This is an optimization exercise on Yosys and OpenROAD, whose aim is small area, a short achievable clock period and few clock cycles per item, not a production implementation. Function was checked by simulation only, so behaviour that the tests miss may differ from the original.

### design.v
package mtdtmf_pkg;
	localparam int SINE_TABLE_DEPTH = 256;
	localparam int PHASE_WIDTH      = 16;
	localparam int COUNT_WIDTH      = 16;
	localparam int ADDR_W           = $clog2(SINE_TABLE_DEPTH);
	localparam int SAMPLE_W         = 17;
	localparam int CHAR_W           = 8;
	localparam int CFG_INDEX_W      = 3;
	localparam int CFG_DATA_W       = 64;
	localparam logic [COUNT_WIDTH-1:0] COUNT_MAX = '1;
	localparam logic [CFG_INDEX_W-1:0] REG_LOW_STEPS  = 3'd0;
	localparam logic [CFG_INDEX_W-1:0] REG_HIGH_STEPS = 3'd1;
	localparam logic [CFG_INDEX_W-1:0] REG_AMPLITUDE  = 3'd2;
	localparam logic [CFG_INDEX_W-1:0] REG_TONE_LEN   = 3'd3;
	localparam logic [CFG_INDEX_W-1:0] REG_SHORT_GAP  = 3'd4;
	localparam logic [CFG_INDEX_W-1:0] REG_LETTER_GAP = 3'd5;
	localparam logic [14:0] AMPLITUDE_RST  = 15'd16384;
	localparam logic [15:0] TONE_LEN_RST   = 16'd4000;
	localparam logic [15:0] SHORT_GAP_RST  = 16'd400;
	localparam logic [15:0] LETTER_GAP_RST = 16'd4000;
	typedef struct packed {
		logic [47:0] low_steps;
		logic [63:0] high_steps;
		logic [14:0] amplitude;
		logic [15:0] tone_len;
		logic [15:0] short_gap;
		logic [15:0] letter_gap;
	} cfg_t;
	typedef struct packed {
		logic signed [SAMPLE_W-1:0] sum;
		logic                       active;
		logic                       done;
		logic                       rejected;
	} seq_res_t;
	function automatic logic signed [15:0] sine_rom(input logic [ADDR_W-1:0] addr);
		case (addr)
			8'd0: sine_rom = 16'h0000;
			8'd1: sine_rom = 16'h0324;
			8'd2: sine_rom = 16'h0647;
			8'd3: sine_rom = 16'h096a;
			8'd4: sine_rom = 16'h0c8b;
			8'd5: sine_rom = 16'h0fab;
			8'd6: sine_rom = 16'h12c8;
			8'd7: sine_rom = 16'h15e2;
			8'd8: sine_rom = 16'h18f9;
			8'd9: sine_rom = 16'h1c0b;
			8'd10: sine_rom = 16'h1f1a;
			8'd11: sine_rom = 16'h2224;
			8'd12: sine_rom = 16'h2529;
			8'd13: sine_rom = 16'h2827;
			8'd14: sine_rom = 16'h2b20;
			8'd15: sine_rom = 16'h2e12;
			8'd16: sine_rom = 16'h30fd;
			8'd17: sine_rom = 16'h33e1;
			8'd18: sine_rom = 16'h36bd;
			8'd19: sine_rom = 16'h3990;
			8'd20: sine_rom = 16'h3c5a;
			8'd21: sine_rom = 16'h3f1b;
			8'd22: sine_rom = 16'h41d2;
			8'd23: sine_rom = 16'h447f;
			8'd24: sine_rom = 16'h4722;
			8'd25: sine_rom = 16'h49ba;
			8'd26: sine_rom = 16'h4c46;
			8'd27: sine_rom = 16'h4ec7;
			8'd28: sine_rom = 16'h513b;
			8'd29: sine_rom = 16'h53a3;
			8'd30: sine_rom = 16'h55fe;
			8'd31: sine_rom = 16'h584c;
			8'd32: sine_rom = 16'h5a8c;
			8'd33: sine_rom = 16'h5cbe;
			8'd34: sine_rom = 16'h5ee2;
			8'd35: sine_rom = 16'h60f7;
			8'd36: sine_rom = 16'h62fe;
			8'd37: sine_rom = 16'h64f4;
			8'd38: sine_rom = 16'h66dc;
			8'd39: sine_rom = 16'h68b3;
			8'd40: sine_rom = 16'h6a7a;
			8'd41: sine_rom = 16'h6c31;
			8'd42: sine_rom = 16'h6dd7;
			8'd43: sine_rom = 16'h6f6c;
			8'd44: sine_rom = 16'h70ef;
			8'd45: sine_rom = 16'h7261;
			8'd46: sine_rom = 16'h73c2;
			8'd47: sine_rom = 16'h7511;
			8'd48: sine_rom = 16'h764d;
			8'd49: sine_rom = 16'h7777;
			8'd50: sine_rom = 16'h788f;
			8'd51: sine_rom = 16'h7993;
			8'd52: sine_rom = 16'h7a86;
			8'd53: sine_rom = 16'h7b65;
			8'd54: sine_rom = 16'h7c31;
			8'd55: sine_rom = 16'h7cea;
			8'd56: sine_rom = 16'h7d90;
			8'd57: sine_rom = 16'h7e22;
			8'd58: sine_rom = 16'h7ea1;
			8'd59: sine_rom = 16'h7f0c;
			8'd60: sine_rom = 16'h7f64;
			8'd61: sine_rom = 16'h7fa8;
			8'd62: sine_rom = 16'h7fd9;
			8'd63: sine_rom = 16'h7ff7;
			8'd64: sine_rom = 16'h7fff;
			8'd65: sine_rom = 16'h7ff7;
			8'd66: sine_rom = 16'h7fd9;
			8'd67: sine_rom = 16'h7fa8;
			8'd68: sine_rom = 16'h7f64;
			8'd69: sine_rom = 16'h7f0c;
			8'd70: sine_rom = 16'h7ea1;
			8'd71: sine_rom = 16'h7e22;
			8'd72: sine_rom = 16'h7d90;
			8'd73: sine_rom = 16'h7cea;
			8'd74: sine_rom = 16'h7c31;
			8'd75: sine_rom = 16'h7b65;
			8'd76: sine_rom = 16'h7a86;
			8'd77: sine_rom = 16'h7993;
			8'd78: sine_rom = 16'h788f;
			8'd79: sine_rom = 16'h7777;
			8'd80: sine_rom = 16'h764d;
			8'd81: sine_rom = 16'h7511;
			8'd82: sine_rom = 16'h73c2;
			8'd83: sine_rom = 16'h7261;
			8'd84: sine_rom = 16'h70ef;
			8'd85: sine_rom = 16'h6f6c;
			8'd86: sine_rom = 16'h6dd7;
			8'd87: sine_rom = 16'h6c31;
			8'd88: sine_rom = 16'h6a7a;
			8'd89: sine_rom = 16'h68b3;
			8'd90: sine_rom = 16'h66dc;
			8'd91: sine_rom = 16'h64f4;
			8'd92: sine_rom = 16'h62fe;
			8'd93: sine_rom = 16'h60f7;
			8'd94: sine_rom = 16'h5ee2;
			8'd95: sine_rom = 16'h5cbe;
			8'd96: sine_rom = 16'h5a8c;
			8'd97: sine_rom = 16'h584c;
			8'd98: sine_rom = 16'h55fe;
			8'd99: sine_rom = 16'h53a3;
			8'd100: sine_rom = 16'h513b;
			8'd101: sine_rom = 16'h4ec7;
			8'd102: sine_rom = 16'h4c46;
			8'd103: sine_rom = 16'h49ba;
			8'd104: sine_rom = 16'h4722;
			8'd105: sine_rom = 16'h447f;
			8'd106: sine_rom = 16'h41d2;
			8'd107: sine_rom = 16'h3f1b;
			8'd108: sine_rom = 16'h3c5a;
			8'd109: sine_rom = 16'h3990;
			8'd110: sine_rom = 16'h36bd;
			8'd111: sine_rom = 16'h33e1;
			8'd112: sine_rom = 16'h30fd;
			8'd113: sine_rom = 16'h2e12;
			8'd114: sine_rom = 16'h2b20;
			8'd115: sine_rom = 16'h2827;
			8'd116: sine_rom = 16'h2529;
			8'd117: sine_rom = 16'h2224;
			8'd118: sine_rom = 16'h1f1a;
			8'd119: sine_rom = 16'h1c0b;
			8'd120: sine_rom = 16'h18f9;
			8'd121: sine_rom = 16'h15e2;
			8'd122: sine_rom = 16'h12c8;
			8'd123: sine_rom = 16'h0fab;
			8'd124: sine_rom = 16'h0c8b;
			8'd125: sine_rom = 16'h096a;
			8'd126: sine_rom = 16'h0647;
			8'd127: sine_rom = 16'h0324;
			8'd128: sine_rom = 16'h0000;
			8'd129: sine_rom = 16'hfcdc;
			8'd130: sine_rom = 16'hf9b9;
			8'd131: sine_rom = 16'hf696;
			8'd132: sine_rom = 16'hf375;
			8'd133: sine_rom = 16'hf055;
			8'd134: sine_rom = 16'hed38;
			8'd135: sine_rom = 16'hea1e;
			8'd136: sine_rom = 16'he707;
			8'd137: sine_rom = 16'he3f5;
			8'd138: sine_rom = 16'he0e6;
			8'd139: sine_rom = 16'hdddc;
			8'd140: sine_rom = 16'hdad7;
			8'd141: sine_rom = 16'hd7d9;
			8'd142: sine_rom = 16'hd4e0;
			8'd143: sine_rom = 16'hd1ee;
			8'd144: sine_rom = 16'hcf03;
			8'd145: sine_rom = 16'hcc1f;
			8'd146: sine_rom = 16'hc943;
			8'd147: sine_rom = 16'hc670;
			8'd148: sine_rom = 16'hc3a6;
			8'd149: sine_rom = 16'hc0e5;
			8'd150: sine_rom = 16'hbe2e;
			8'd151: sine_rom = 16'hbb81;
			8'd152: sine_rom = 16'hb8de;
			8'd153: sine_rom = 16'hb646;
			8'd154: sine_rom = 16'hb3ba;
			8'd155: sine_rom = 16'hb139;
			8'd156: sine_rom = 16'haec5;
			8'd157: sine_rom = 16'hac5d;
			8'd158: sine_rom = 16'haa02;
			8'd159: sine_rom = 16'ha7b4;
			8'd160: sine_rom = 16'ha574;
			8'd161: sine_rom = 16'ha342;
			8'd162: sine_rom = 16'ha11e;
			8'd163: sine_rom = 16'h9f09;
			8'd164: sine_rom = 16'h9d02;
			8'd165: sine_rom = 16'h9b0c;
			8'd166: sine_rom = 16'h9924;
			8'd167: sine_rom = 16'h974d;
			8'd168: sine_rom = 16'h9586;
			8'd169: sine_rom = 16'h93cf;
			8'd170: sine_rom = 16'h9229;
			8'd171: sine_rom = 16'h9094;
			8'd172: sine_rom = 16'h8f11;
			8'd173: sine_rom = 16'h8d9f;
			8'd174: sine_rom = 16'h8c3e;
			8'd175: sine_rom = 16'h8aef;
			8'd176: sine_rom = 16'h89b3;
			8'd177: sine_rom = 16'h8889;
			8'd178: sine_rom = 16'h8771;
			8'd179: sine_rom = 16'h866d;
			8'd180: sine_rom = 16'h857a;
			8'd181: sine_rom = 16'h849b;
			8'd182: sine_rom = 16'h83cf;
			8'd183: sine_rom = 16'h8316;
			8'd184: sine_rom = 16'h8270;
			8'd185: sine_rom = 16'h81de;
			8'd186: sine_rom = 16'h815f;
			8'd187: sine_rom = 16'h80f4;
			8'd188: sine_rom = 16'h809c;
			8'd189: sine_rom = 16'h8058;
			8'd190: sine_rom = 16'h8027;
			8'd191: sine_rom = 16'h8009;
			8'd192: sine_rom = 16'h8001;
			8'd193: sine_rom = 16'h8009;
			8'd194: sine_rom = 16'h8027;
			8'd195: sine_rom = 16'h8058;
			8'd196: sine_rom = 16'h809c;
			8'd197: sine_rom = 16'h80f4;
			8'd198: sine_rom = 16'h815f;
			8'd199: sine_rom = 16'h81de;
			8'd200: sine_rom = 16'h8270;
			8'd201: sine_rom = 16'h8316;
			8'd202: sine_rom = 16'h83cf;
			8'd203: sine_rom = 16'h849b;
			8'd204: sine_rom = 16'h857a;
			8'd205: sine_rom = 16'h866d;
			8'd206: sine_rom = 16'h8771;
			8'd207: sine_rom = 16'h8889;
			8'd208: sine_rom = 16'h89b3;
			8'd209: sine_rom = 16'h8aef;
			8'd210: sine_rom = 16'h8c3e;
			8'd211: sine_rom = 16'h8d9f;
			8'd212: sine_rom = 16'h8f11;
			8'd213: sine_rom = 16'h9094;
			8'd214: sine_rom = 16'h9229;
			8'd215: sine_rom = 16'h93cf;
			8'd216: sine_rom = 16'h9586;
			8'd217: sine_rom = 16'h974d;
			8'd218: sine_rom = 16'h9924;
			8'd219: sine_rom = 16'h9b0c;
			8'd220: sine_rom = 16'h9d02;
			8'd221: sine_rom = 16'h9f09;
			8'd222: sine_rom = 16'ha11e;
			8'd223: sine_rom = 16'ha342;
			8'd224: sine_rom = 16'ha574;
			8'd225: sine_rom = 16'ha7b4;
			8'd226: sine_rom = 16'haa02;
			8'd227: sine_rom = 16'hac5d;
			8'd228: sine_rom = 16'haec5;
			8'd229: sine_rom = 16'hb139;
			8'd230: sine_rom = 16'hb3ba;
			8'd231: sine_rom = 16'hb646;
			8'd232: sine_rom = 16'hb8de;
			8'd233: sine_rom = 16'hbb81;
			8'd234: sine_rom = 16'hbe2e;
			8'd235: sine_rom = 16'hc0e5;
			8'd236: sine_rom = 16'hc3a6;
			8'd237: sine_rom = 16'hc670;
			8'd238: sine_rom = 16'hc943;
			8'd239: sine_rom = 16'hcc1f;
			8'd240: sine_rom = 16'hcf03;
			8'd241: sine_rom = 16'hd1ee;
			8'd242: sine_rom = 16'hd4e0;
			8'd243: sine_rom = 16'hd7d9;
			8'd244: sine_rom = 16'hdad7;
			8'd245: sine_rom = 16'hdddc;
			8'd246: sine_rom = 16'he0e6;
			8'd247: sine_rom = 16'he3f5;
			8'd248: sine_rom = 16'he707;
			8'd249: sine_rom = 16'hea1e;
			8'd250: sine_rom = 16'hed38;
			8'd251: sine_rom = 16'hf055;
			8'd252: sine_rom = 16'hf375;
			8'd253: sine_rom = 16'hf696;
			8'd254: sine_rom = 16'hf9b9;
			8'd255: sine_rom = 16'hfcdc;
			default: sine_rom = 16'h0000;
		endcase
	endfunction
	function automatic logic [COUNT_WIDTH-1:0] sat_len(input logic [15:0] len);
		logic [23:0] wide;
		wide = 24'(len);
		if (wide > 24'(COUNT_MAX)) begin
			sat_len = COUNT_MAX;
		end else begin
			sat_len = COUNT_WIDTH'(wide);
		end
	endfunction
endpackage
module mtdtmf_seq (
	input  logic              clk,
	input  logic              arst_n,
	input  logic              fire,
	input  logic              action,
	input  logic [mtdtmf_pkg::CHAR_W-1:0] char_code,
	input  mtdtmf_pkg::cfg_t              cfg,
	output mtdtmf_pkg::seq_res_t          res
);
	typedef enum logic [1:0] {
		KIND_IDLE,
		KIND_TONE,
		KIND_SHORT,
		KIND_LETTER
	} kind_t;
	kind_t                  kind_q, kind_d;
	logic [3:0]             key_q, key_d;
	logic [2:0]             presses_q, presses_d;
	logic [mtdtmf_pkg::COUNT_WIDTH-1:0] count_q, count_d;
	logic [mtdtmf_pkg::PHASE_WIDTH-1:0] low_phase_q, low_phase_d;
	logic [mtdtmf_pkg::PHASE_WIDTH-1:0] high_phase_q, high_phase_d;
	logic [3:0]             map_key;
	logic [2:0]             map_presses;
	logic [1:0]             lo_sel;
	logic [1:0]             hi_sel;
	logic [mtdtmf_pkg::PHASE_WIDTH-1:0] lo_step;
	logic [mtdtmf_pkg::PHASE_WIDTH-1:0] hi_step;
	logic [mtdtmf_pkg::ADDR_W-1:0]      lo_addr;
	logic [mtdtmf_pkg::ADDR_W-1:0]      hi_addr;
	logic signed [mtdtmf_pkg::SAMPLE_W-1:0] sine_sum;
	logic [mtdtmf_pkg::COUNT_WIDTH-1:0] count_inc;
	logic [mtdtmf_pkg::COUNT_WIDTH-1:0] tone_len;
	logic [mtdtmf_pkg::COUNT_WIDTH-1:0] short_len;
	logic [mtdtmf_pkg::COUNT_WIDTH-1:0] letter_len;
	logic [2:0]             presses_dec;
	always_comb begin
		map_key     = 4'd0;
		map_presses = 3'd0;
		if (char_code >= "1" && char_code <= "9") begin
			map_key     = 4'(char_code - "1");
			map_presses = 3'd1;
		end else if (char_code == "0") begin
			map_key     = 4'd10;
			map_presses = 3'd1;
		end else if (char_code >= "a" && char_code <= "c") begin
			map_key     = 4'd1;
			map_presses = 3'(char_code - "a" + 8'd2);
		end else if (char_code >= "d" && char_code <= "f") begin
			map_key     = 4'd2;
			map_presses = 3'(char_code - "d" + 8'd2);
		end else if (char_code >= "g" && char_code <= "i") begin
			map_key     = 4'd3;
			map_presses = 3'(char_code - "g" + 8'd2);
		end else if (char_code >= "j" && char_code <= "l") begin
			map_key     = 4'd4;
			map_presses = 3'(char_code - "j" + 8'd2);
		end else if (char_code >= "m" && char_code <= "o") begin
			map_key     = 4'd5;
			map_presses = 3'(char_code - "m" + 8'd2);
		end else if (char_code >= "p" && char_code <= "r") begin
			map_key     = 4'd6;
			map_presses = 3'(char_code - "p" + 8'd2);
		end else if (char_code == "s") begin
			map_key     = 4'd6;
			map_presses = 3'd5;
		end else if (char_code >= "t" && char_code <= "v") begin
			map_key     = 4'd7;
			map_presses = 3'(char_code - "t" + 8'd2);
		end else if (char_code >= "w" && char_code <= "y") begin
			map_key     = 4'd8;
			map_presses = 3'(char_code - "w" + 8'd2);
		end else if (char_code == "z") begin
			map_key     = 4'd8;
			map_presses = 3'd5;
		end else if (char_code == ".") begin
			map_key     = 4'd9;
			map_presses = 3'd2;
		end else if (char_code == "!") begin
			map_key     = 4'd9;
			map_presses = 3'd3;
		end else if (char_code == "?") begin
			map_key     = 4'd9;
			map_presses = 3'd4;
		end else if (char_code == "#") begin
			map_key     = 4'd9;
			map_presses = 3'd1;
		end else if (char_code == " ") begin
			map_key     = 4'd10;
			map_presses = 3'd2;
		end
	end
	always_comb begin
		case (key_q)
			4'd0, 4'd11: begin lo_sel = 2'd0; hi_sel = 2'd0; end
			4'd1, 4'd12: begin lo_sel = 2'd1; hi_sel = 2'd0; end
			4'd2, 4'd13: begin lo_sel = 2'd2; hi_sel = 2'd0; end
			4'd3, 4'd14: begin lo_sel = 2'd0; hi_sel = 2'd1; end
			4'd4, 4'd15: begin lo_sel = 2'd1; hi_sel = 2'd1; end
			4'd5:        begin lo_sel = 2'd2; hi_sel = 2'd1; end
			4'd6:        begin lo_sel = 2'd0; hi_sel = 2'd2; end
			4'd7:        begin lo_sel = 2'd1; hi_sel = 2'd2; end
			4'd8:        begin lo_sel = 2'd2; hi_sel = 2'd2; end
			4'd9:        begin lo_sel = 2'd0; hi_sel = 2'd3; end
			4'd10:       begin lo_sel = 2'd1; hi_sel = 2'd3; end
			default:     begin lo_sel = 2'd0; hi_sel = 2'd0; end
		endcase
	end
	assign lo_step = cfg.low_steps[{lo_sel, 4'b0000} +: mtdtmf_pkg::PHASE_WIDTH];
	assign hi_step = cfg.high_steps[{hi_sel, 4'b0000} +: mtdtmf_pkg::PHASE_WIDTH];
	assign lo_addr = mtdtmf_pkg::ADDR_W'(((mtdtmf_pkg::PHASE_WIDTH + mtdtmf_pkg::ADDR_W)'(low_phase_q) * mtdtmf_pkg::SINE_TABLE_DEPTH)
		>> mtdtmf_pkg::PHASE_WIDTH);
	assign hi_addr = mtdtmf_pkg::ADDR_W'(((mtdtmf_pkg::PHASE_WIDTH + mtdtmf_pkg::ADDR_W)'(high_phase_q) * mtdtmf_pkg::SINE_TABLE_DEPTH)
		>> mtdtmf_pkg::PHASE_WIDTH);
	assign sine_sum = mtdtmf_pkg::SAMPLE_W'(mtdtmf_pkg::sine_rom(lo_addr)) + mtdtmf_pkg::SAMPLE_W'(mtdtmf_pkg::sine_rom(hi_addr));
	assign count_inc   = count_q + 1'b1;
	assign short_len   = mtdtmf_pkg::sat_len(cfg.short_gap);
	assign letter_len  = mtdtmf_pkg::sat_len(cfg.letter_gap);
	assign tone_len    = (mtdtmf_pkg::sat_len(cfg.tone_len) == '0) ? mtdtmf_pkg::COUNT_WIDTH'(1) : mtdtmf_pkg::sat_len(cfg.tone_len);
	assign presses_dec = (presses_q != 3'd0) ? presses_q - 3'd1 : 3'd0;
	always_comb begin
		kind_d       = kind_q;
		key_d        = key_q;
		presses_d    = presses_q;
		count_d      = count_q;
		low_phase_d  = low_phase_q;
		high_phase_d = high_phase_q;
		res          = '0;
		if (!action) begin
			if (kind_q != KIND_IDLE || map_presses == 3'd0) begin
				res.rejected = 1'b1;
			end else begin
				key_d        = map_key;
				presses_d    = map_presses;
				kind_d       = KIND_TONE;
				count_d      = '0;
				low_phase_d  = '0;
				high_phase_d = '0;
			end
			res.active = (kind_d != KIND_IDLE);
		end else begin
			case (kind_q)
				KIND_TONE: begin
					res.sum      = sine_sum;
					res.active   = 1'b1;
					low_phase_d  = low_phase_q + lo_step;
					high_phase_d = high_phase_q + hi_step;
					count_d      = count_inc;
					if (count_inc >= tone_len) begin
						presses_d = presses_dec;
						count_d   = '0;
						if (presses_dec != 3'd0) begin
							if (short_len == '0) begin
								low_phase_d  = '0;
								high_phase_d = '0;
							end else begin
								kind_d = KIND_SHORT;
							end
						end else if (letter_len == '0) begin
							kind_d   = KIND_IDLE;
							res.done = 1'b1;
						end else begin
							kind_d = KIND_LETTER;
						end
					end
				end
				KIND_SHORT: begin
					res.active = 1'b1;
					count_d    = count_inc;
					if (count_inc >= short_len) begin
						kind_d       = KIND_TONE;
						count_d      = '0;
						low_phase_d  = '0;
						high_phase_d = '0;
					end
				end
				KIND_LETTER: begin
					res.active = 1'b1;
					count_d    = count_inc;
					if (count_inc >= letter_len) begin
						kind_d   = KIND_IDLE;
						count_d  = '0;
						res.done = 1'b1;
					end
				end
				default: begin
				end
			endcase
		end
	end
	always_ff @(posedge clk or negedge arst_n) begin
		if (!arst_n) begin
			kind_q       <= KIND_IDLE;
			key_q        <= '0;
			presses_q    <= '0;
			count_q      <= '0;
			low_phase_q  <= '0;
			high_phase_q <= '0;
		end else if (fire) begin
			kind_q       <= kind_d;
			key_q        <= key_d;
			presses_q    <= presses_d;
			count_q      <= count_d;
			low_phase_q  <= low_phase_d;
			high_phase_q <= high_phase_d;
		end
	end
endmodule
module multitap_dtmf_tone_generator (
	input  logic                   clk,
	input  logic                   arst_n,
	input  logic                   s_tvalid,
	output logic                   s_tready,
	input  logic [7:0]             s_tdata,    
	input  logic                   s_tuser,    
	output logic                   m_tvalid,
	input  logic                   m_tready,
	output logic [23:0]            m_tdata,    
	output logic                   m_tlast,    
	input  logic                   cfg_valid,
	output logic                   cfg_ready,
	input  logic [mtdtmf_pkg::CFG_INDEX_W-1:0] cfg_index,
	input  logic [mtdtmf_pkg::CFG_DATA_W-1:0]  cfg_data
);
	mtdtmf_pkg::cfg_t                cfg_q;
	logic                valid_s1;
	logic                action_s1;
	logic [mtdtmf_pkg::CHAR_W-1:0]   char_s1;
	logic                valid_s2;
	mtdtmf_pkg::seq_res_t            res_s2;
	mtdtmf_pkg::seq_res_t            seq_res;
	logic                m_valid_q;
	logic signed [mtdtmf_pkg::SAMPLE_W-1:0] sample_q;
	logic                active_q;
	logic                done_q;
	logic                rejected_q;
	logic                out_free;
	logic                s2_ready;
	logic                s1_ready;
	logic                fire;
	logic [mtdtmf_pkg::SAMPLE_W-1:0] mag;
	logic [32:0]         prod;
	logic [mtdtmf_pkg::SAMPLE_W-1:0] scaled;
	logic signed [mtdtmf_pkg::SAMPLE_W-1:0] sample_d;
	assign cfg_ready = 1'b1;
	always_ff @(posedge clk or negedge arst_n) begin
		if (!arst_n) begin
			cfg_q.low_steps  <= '0;
			cfg_q.high_steps <= '0;
			cfg_q.amplitude  <= mtdtmf_pkg::AMPLITUDE_RST;
			cfg_q.tone_len   <= mtdtmf_pkg::TONE_LEN_RST;
			cfg_q.short_gap  <= mtdtmf_pkg::SHORT_GAP_RST;
			cfg_q.letter_gap <= mtdtmf_pkg::LETTER_GAP_RST;
		end else if (cfg_valid && cfg_ready) begin
			case (cfg_index)
				mtdtmf_pkg::REG_LOW_STEPS:  cfg_q.low_steps  <= cfg_data[47:0];
				mtdtmf_pkg::REG_HIGH_STEPS: cfg_q.high_steps <= cfg_data;
				mtdtmf_pkg::REG_AMPLITUDE:  cfg_q.amplitude  <= cfg_data[14:0];
				mtdtmf_pkg::REG_TONE_LEN:   cfg_q.tone_len   <= cfg_data[15:0];
				mtdtmf_pkg::REG_SHORT_GAP:  cfg_q.short_gap  <= cfg_data[15:0];
				mtdtmf_pkg::REG_LETTER_GAP: cfg_q.letter_gap <= cfg_data[15:0];
				default: begin
				end
			endcase
		end
	end
	assign out_free = !m_valid_q || m_tready;
	assign s2_ready = !valid_s2 || out_free;
	assign s1_ready = !valid_s1 || s2_ready;
	assign s_tready = s1_ready;
	assign fire     = valid_s1 && s2_ready;
	always_ff @(posedge clk or negedge arst_n) begin
		if (!arst_n) begin
			valid_s1 <= 1'b0;
		end else if (s1_ready) begin
			valid_s1 <= s_tvalid;
		end
	end
	always_ff @(posedge clk) begin
		if (s_tvalid && s1_ready) begin
			action_s1 <= s_tuser;
			char_s1   <= s_tdata;
		end
	end
	mtdtmf_seq u_seq (
		.clk       (clk),
		.arst_n    (arst_n),
		.fire      (fire),
		.action    (action_s1),
		.char_code (char_s1),
		.cfg       (cfg_q),
		.res       (seq_res)
	);
	always_ff @(posedge clk or negedge arst_n) begin
		if (!arst_n) begin
			valid_s2 <= 1'b0;
		end else if (s2_ready) begin
			valid_s2 <= valid_s1;
		end
	end
	always_ff @(posedge clk) begin
		if (fire) begin
			res_s2 <= seq_res;
		end
	end
	assign mag      = res_s2.sum[mtdtmf_pkg::SAMPLE_W-1] ? mtdtmf_pkg::SAMPLE_W'(-res_s2.sum) : mtdtmf_pkg::SAMPLE_W'(res_s2.sum);
	assign prod     = 33'(cfg_q.amplitude) * 33'(mag) + 33'd16384;
	assign scaled   = prod[15 +: mtdtmf_pkg::SAMPLE_W];
	assign sample_d = res_s2.sum[mtdtmf_pkg::SAMPLE_W-1] ? -$signed(scaled) : $signed(scaled);
	always_ff @(posedge clk or negedge arst_n) begin
		if (!arst_n) begin
			m_valid_q <= 1'b0;
		end else if (out_free) begin
			m_valid_q <= valid_s2;
		end
	end
	always_ff @(posedge clk) begin
		if (valid_s2 && out_free) begin
			sample_q   <= sample_d;
			active_q   <= res_s2.active;
			done_q     <= res_s2.done;
			rejected_q <= res_s2.rejected;
		end
	end
	assign m_tvalid = m_valid_q;
	assign m_tdata  = {5'd0, rejected_q, active_q, sample_q};
	assign m_tlast  = done_q;
endmodule
### run.sh
#!/bin/bash
# synth_recipe.tcl (not shown) runs the flow's synth.tcl, then flattens the netlist and writes it again
# the make line also repeats each setting of config.mk as NAME=value (left out here)
make -C /OpenROAD-flow-scripts/flow DESIGN_CONFIG=/design/flow/config.mk WORK_HOME=/design/flow/orfs CLKGATE_MAP_FILE= SYNTH_SCRIPT=/design/flow/synth_recipe.tcl finish
### config.mk
export PLATFORM = sky130hd
export DESIGN_NAME = multitap_dtmf_tone_generator
export DESIGN_NICKNAME = multitap_dtmf_tone_generator
export VERILOG_FILES = /design/flow/design.v
export SDC_FILE = /design/flow/constraint.sdc
export NUM_CORES = 4
export LEC_CHECK = 0
export CAP_MARGIN = 20
export CORE_MARGIN = 2
export CORE_UTILIZATION = 40
export SLEW_MARGIN = 20
### constraint.sdc
create_clock -name core_clock -period 9.0 [get_ports {clk}]
set_input_delay 1.8000 -clock core_clock [delete_from_list [all_inputs] [get_ports {clk}]]
set_output_delay 1.8000 -clock core_clock [all_outputs]
set_load 0.01 [all_outputs]
==> tab_implementation.tex <==
\begin{tabular}{lr}
\hline
Metric & Value \\
\hline
\multicolumn{2}{l}{\textbf{Outcome}} \\
Status & finished clean \\
\multicolumn{2}{l}{\textbf{Routing}} \\
Starting DRC count in detailed routing & 3549 \\
Post-route ant nets & 0 \\
Number of vias per cell & 6.08 \\
Count of unresolved DRC violations after routing & 0 \\
Routed WL per cell & approximately 22 µm \\
Drt pass-1 iters & 8 \\
Post-Route WL & around 110000 µm \\
Total number of vias & 30299 \\
\multicolumn{2}{l}{\textbf{Synthesis}} \\
Count of unique library cells instantiated by Yosys & 99 \\
Top cell types by occurrence after synthesis & 452 x nand2\_1, 330 x inv\_1, 282 x o21ai\_0, 271 x ha\_1, 257 x nor2\_1 \\
Largest cells by area after synthesis & dfrtp\_1 16\%, fa\_1 12\%, ha\_1 10\%, mux2\_2 5.8\%, nand2\_1 5.1\% \\
Primary flip-flop cell chosen by synthesis mapping & dfrtp\_1 \\
Post-Syn Area per Cell & 8.43 µm² \\
Yosys warns & 2 \\
Proportion of register bits with asynchronous set or reset after synthesis & between 80 and 90\% \\
Most frequent cell after synthesis & nand2\_1 \\
Fraction of the yosys area taken by sequential cells & 22.1\% \\
Top cell type by total area after synthesis & dfrtp\_1 \\
Post-Syn Instances & approximately 4000 \\
Number of enable-type register cells in the synthesized netlist & 49 \\
Register bit total from synthesis & 284 \\
Combined area of all synthesized cells & 33300 µm² \\
Area share of the largest cell type after synthesis & 16.4\% \\
\multicolumn{2}{l}{\textbf{Hold path}} \\
Type of the worst min-delay path & flop to flop \\
\multicolumn{2}{l}{\textbf{Timing}} \\
Finish-stage setup viols & 0 \\
Tightest slew margin relative to the limit & approximately 28\% \\
Number of max-slew violations in the final report & 0 \\
Worst hold margin & 0.431 ns \\
Fin. Hold Viols & 0 \\
Setup Skew & 0.0341 ns \\
Actual transition at the worst max-transition pin & roughly 1.1 ns \\
Final setup TNS & 0 ns \\
Time the worst path needs with I/O delays and setup & 8.38 ns \\
Unrepaired setup endpoints after global routing & no \\
Setup slack after layout & 0.619 ns \\
Final worst path period share & between 90 and 100\% \\
Achievable frequency & around 0.12 GHz \\
\multicolumn{2}{l}{\textbf{Critical path}} \\
Crit path DAT & about 8.7 ns \\
Largest fanout of any net on the critical path & 8 \\
Origin of the worst setup path & res\_s2[5] \\
Cell family with most CP delay & adder cells \\
WP depth & 28 \\
Worst reg2reg path depth & 28 \\
Kind of critical path & flop to flop \\
Buffers \& Inverters on Critical Path & 4 \\
Setup slack of the worst register-to-register path & around 0.62 ns \\
Most common cell on crit path & fa\_1 \\
Longest individual stage delay on the worst path & 0.54 ns \\
Nature of the critical path endpoint & flop \\
Critical path data required time & 9.29 ns \\
Setup crit start kind & flop \\
Reg-to-reg critical path startpoint & res\_s2[5] \\
Reg-to-reg endpoint & sample\_q[15] \\
Critical Path End & sample\_q[15] \\
Crit-path slowest cell & fa\_1 \\
\multicolumn{2}{l}{\textbf{Place}} \\
Post-Place Worst Slack & 0.398 ns \\
Post-Place Cells & 4920 \\
DPL Wire Length & 80600 µm \\
Final Wtd Congestion & 1.04 \\
Number of buffers inserted by port buffering & 102 \\
\multicolumn{2}{l}{\textbf{Global route}} \\
Total global routing overflow & 0 \\
Global Route Usage Sum & 25.2\% \\
Via count of the first global-routing pass & 29001 \\
First-pass GRT wire length & 171000 µm \\
Number of antenna violations at the first check in global routing & 5 \\
Pin count of the biggest net entering global routing & 129 \\
\multicolumn{2}{l}{\textbf{Die}} \\
Width of the chip & 293 µm \\
Std-Cell Core Area & $\sim$80000 µm² \\
Site row count & 105 \\
Die span in y & 293 µm \\
Full die area & roughly 86000 µm² \\
Initial Utilization & roughly 41\% \\
Top-level port count & 109 \\
\multicolumn{2}{l}{\textbf{Clock tree}} \\
Clock root buffer master & clkbuf\_16 \\
Clock-pin slew reported for the worst setup and hold paths after clock tree synthesis & 0.06 ns \\
Clock tree buffer depth & 3 \\
Clock tree from TritonCTS & done \\
Number of levels in the clock H-tree & 2 \\
TritonCTS Sinks & 284 \\
Number of CTS-inserted buffers & 35 \\
Skew-Pair Late Insertion Delay & approximately 0.56 ns \\
\multicolumn{2}{l}{\textbf{Layout}} \\
Share of post-route cells with drive strength above 1 & between 10\% and 20\% \\
Number of fillers in the final layout & 8148 \\
Area added between synthesis and finish & 9.18\% \\
Total Nets Final & 4436 \\
Cell Count, Final, Fillers Out & 4984 \\
\multicolumn{2}{l}{\textbf{Run}} \\
Max\_cap viols & 0 \\
\hline
\end{tabular}
-- worst reg2reg max path: cells and delay by family, from the launching register on --
family	cells	cell delay, ns
and+or+nand+nor	9	1.58
adders and majority gates	7	3.45
AOI/OAI and AO/OA	6	1.89
xor gates and xnor gates	2	0.37
DFF	1	0.46
buffers and inverters	4	0.38
-- repair_timing --
item,4_1_cts,5_1_grt
setup buffers,0,0
setup endpoints to repair,0,3
hold buffers,0,0
gates resized for setup,0,3
-- cells in the final DEF, fill, tap and decap left out, types with 47 or more instances in the layout --
cell / count
and2_1: 122
inv_1: 330
dfrtp_1: 209
ha_1: 271
a211oi_1: 50
buf_4: 67
nor3_1: 86
clkdlybuf4s50_1: 101
a21oi_1: 253
nand3_1: 88
xnor2_1: 66
nand2_1: 452
edfxtp_1: 49
o21ai_0: 282
fa_1: 196
nor2_1: 257
nor2b_1: 47
o211ai_1: 51
mux2_2: 171
-- registers in the layout, indices dropped and copies added, names as in the netlist, 2 cells and up --
signal	flops
char_s1	8
cfg_q	175
res_s2	20
u_seq.presses_q	3
u_seq.key_q	4
u_seq.low_phase_q	16
u_seq.count_q	16
u_seq.kind_q	2
u_seq.high_phase_q	16
sample_q	17
-- layout make-up --
class | instances | area (µm²) | area share, %
diodes | 1 | 2.50 | 0.00688
clock buffers | 50 | 1000 | 2.76
clock inverters | 12 | 163 | 0.447
inverters | 336 | 1260 | 3.47
multi-input cells | 3060 | 23700 | 65.0
flip-flops and latches | 284 | 7390 | 20.3
well taps | 1070 | 1340 | 3.68
repair buffers | 171 | 1580 | 4.33
-- per-layer routing --
layer	track usage, %	vias up	part of all wire [%]
li1	-	13790	-
met1	35.0	14810	43
met2	40.0	1397	46
met3	3.82	294	7.8
met4	8.64	8	3.4
met5	0	-	0.046
-- worst min path at each step --
stage	to	startpoint	cells after the start	slack (ns)
3_5_place_dp	rejected_q	res_s2[0]	0	0.42
2_1_floorplan	active_q	res_s2[2]	0	0.40
6_report	rejected_q	res_s2[0]	0	0.43
4_1_cts	rejected_q	res_s2[0]	0	0.43
5_1_grt	rejected_q	res_s2[0]	0	0.44
3_3_place_gp	rejected_q	res_s2[0]	0	0.41
-- through the flow --
step	area, µm²	utilization (%)
CTS	36300	44.2
global placement	35200	42.8
detailed placement	35200	42.8
finish	36400	44.3
floorplan	33400	-
global route	36400	44.3
-- logic make-up after synthesis --
family / count (synthesis) / share of synthesized area [%]
multiplexers: 235 / 8.73
buffers and inverters: 614 / 7.15
AND/OR/NAND/NOR: 1217 / 17.2
XOR/XNOR: 100 / 2.63
AO/OA/AOI/OAI: 1035 / 20.2
other: 2 / 0.0225
flip-flops: 284 / 22.1
adder cells (fa/ha/maj): 467 / 21.9
Testbench counts, summed over its fixed seeds: cycles 76,941, items 76,773.

## separate check: timing with driven ports
In the flow no input, the clock included, has a driving cell. The finished layout below was timed again as built, in two steps. Step 1 assumes that a clkbuf_16 drives the clock port and a buf_2 every other input. Step 2 also shifts input and output timing later by t, the mid clock arrival at the registers, as if the neighbouring blocks saw the same clock. Slacks: no drivers / after step 1 / after step 2; pairs: no drivers / after step 1.
t, ns: 0.592
setup slack, ns: 0.619 / 0.619 / 0.619
worst hold slack (ns): 0.431 / 0.431 / 0.431
worst setup path after step 2: register to register
worst register clock-pin slew, ns: 0.06 / 0.06
After both steps setup and hold are still met in this run. For this run, drivers alone change the setup slack by 0.000 ns; drivers and shift together by 0.000 ns.
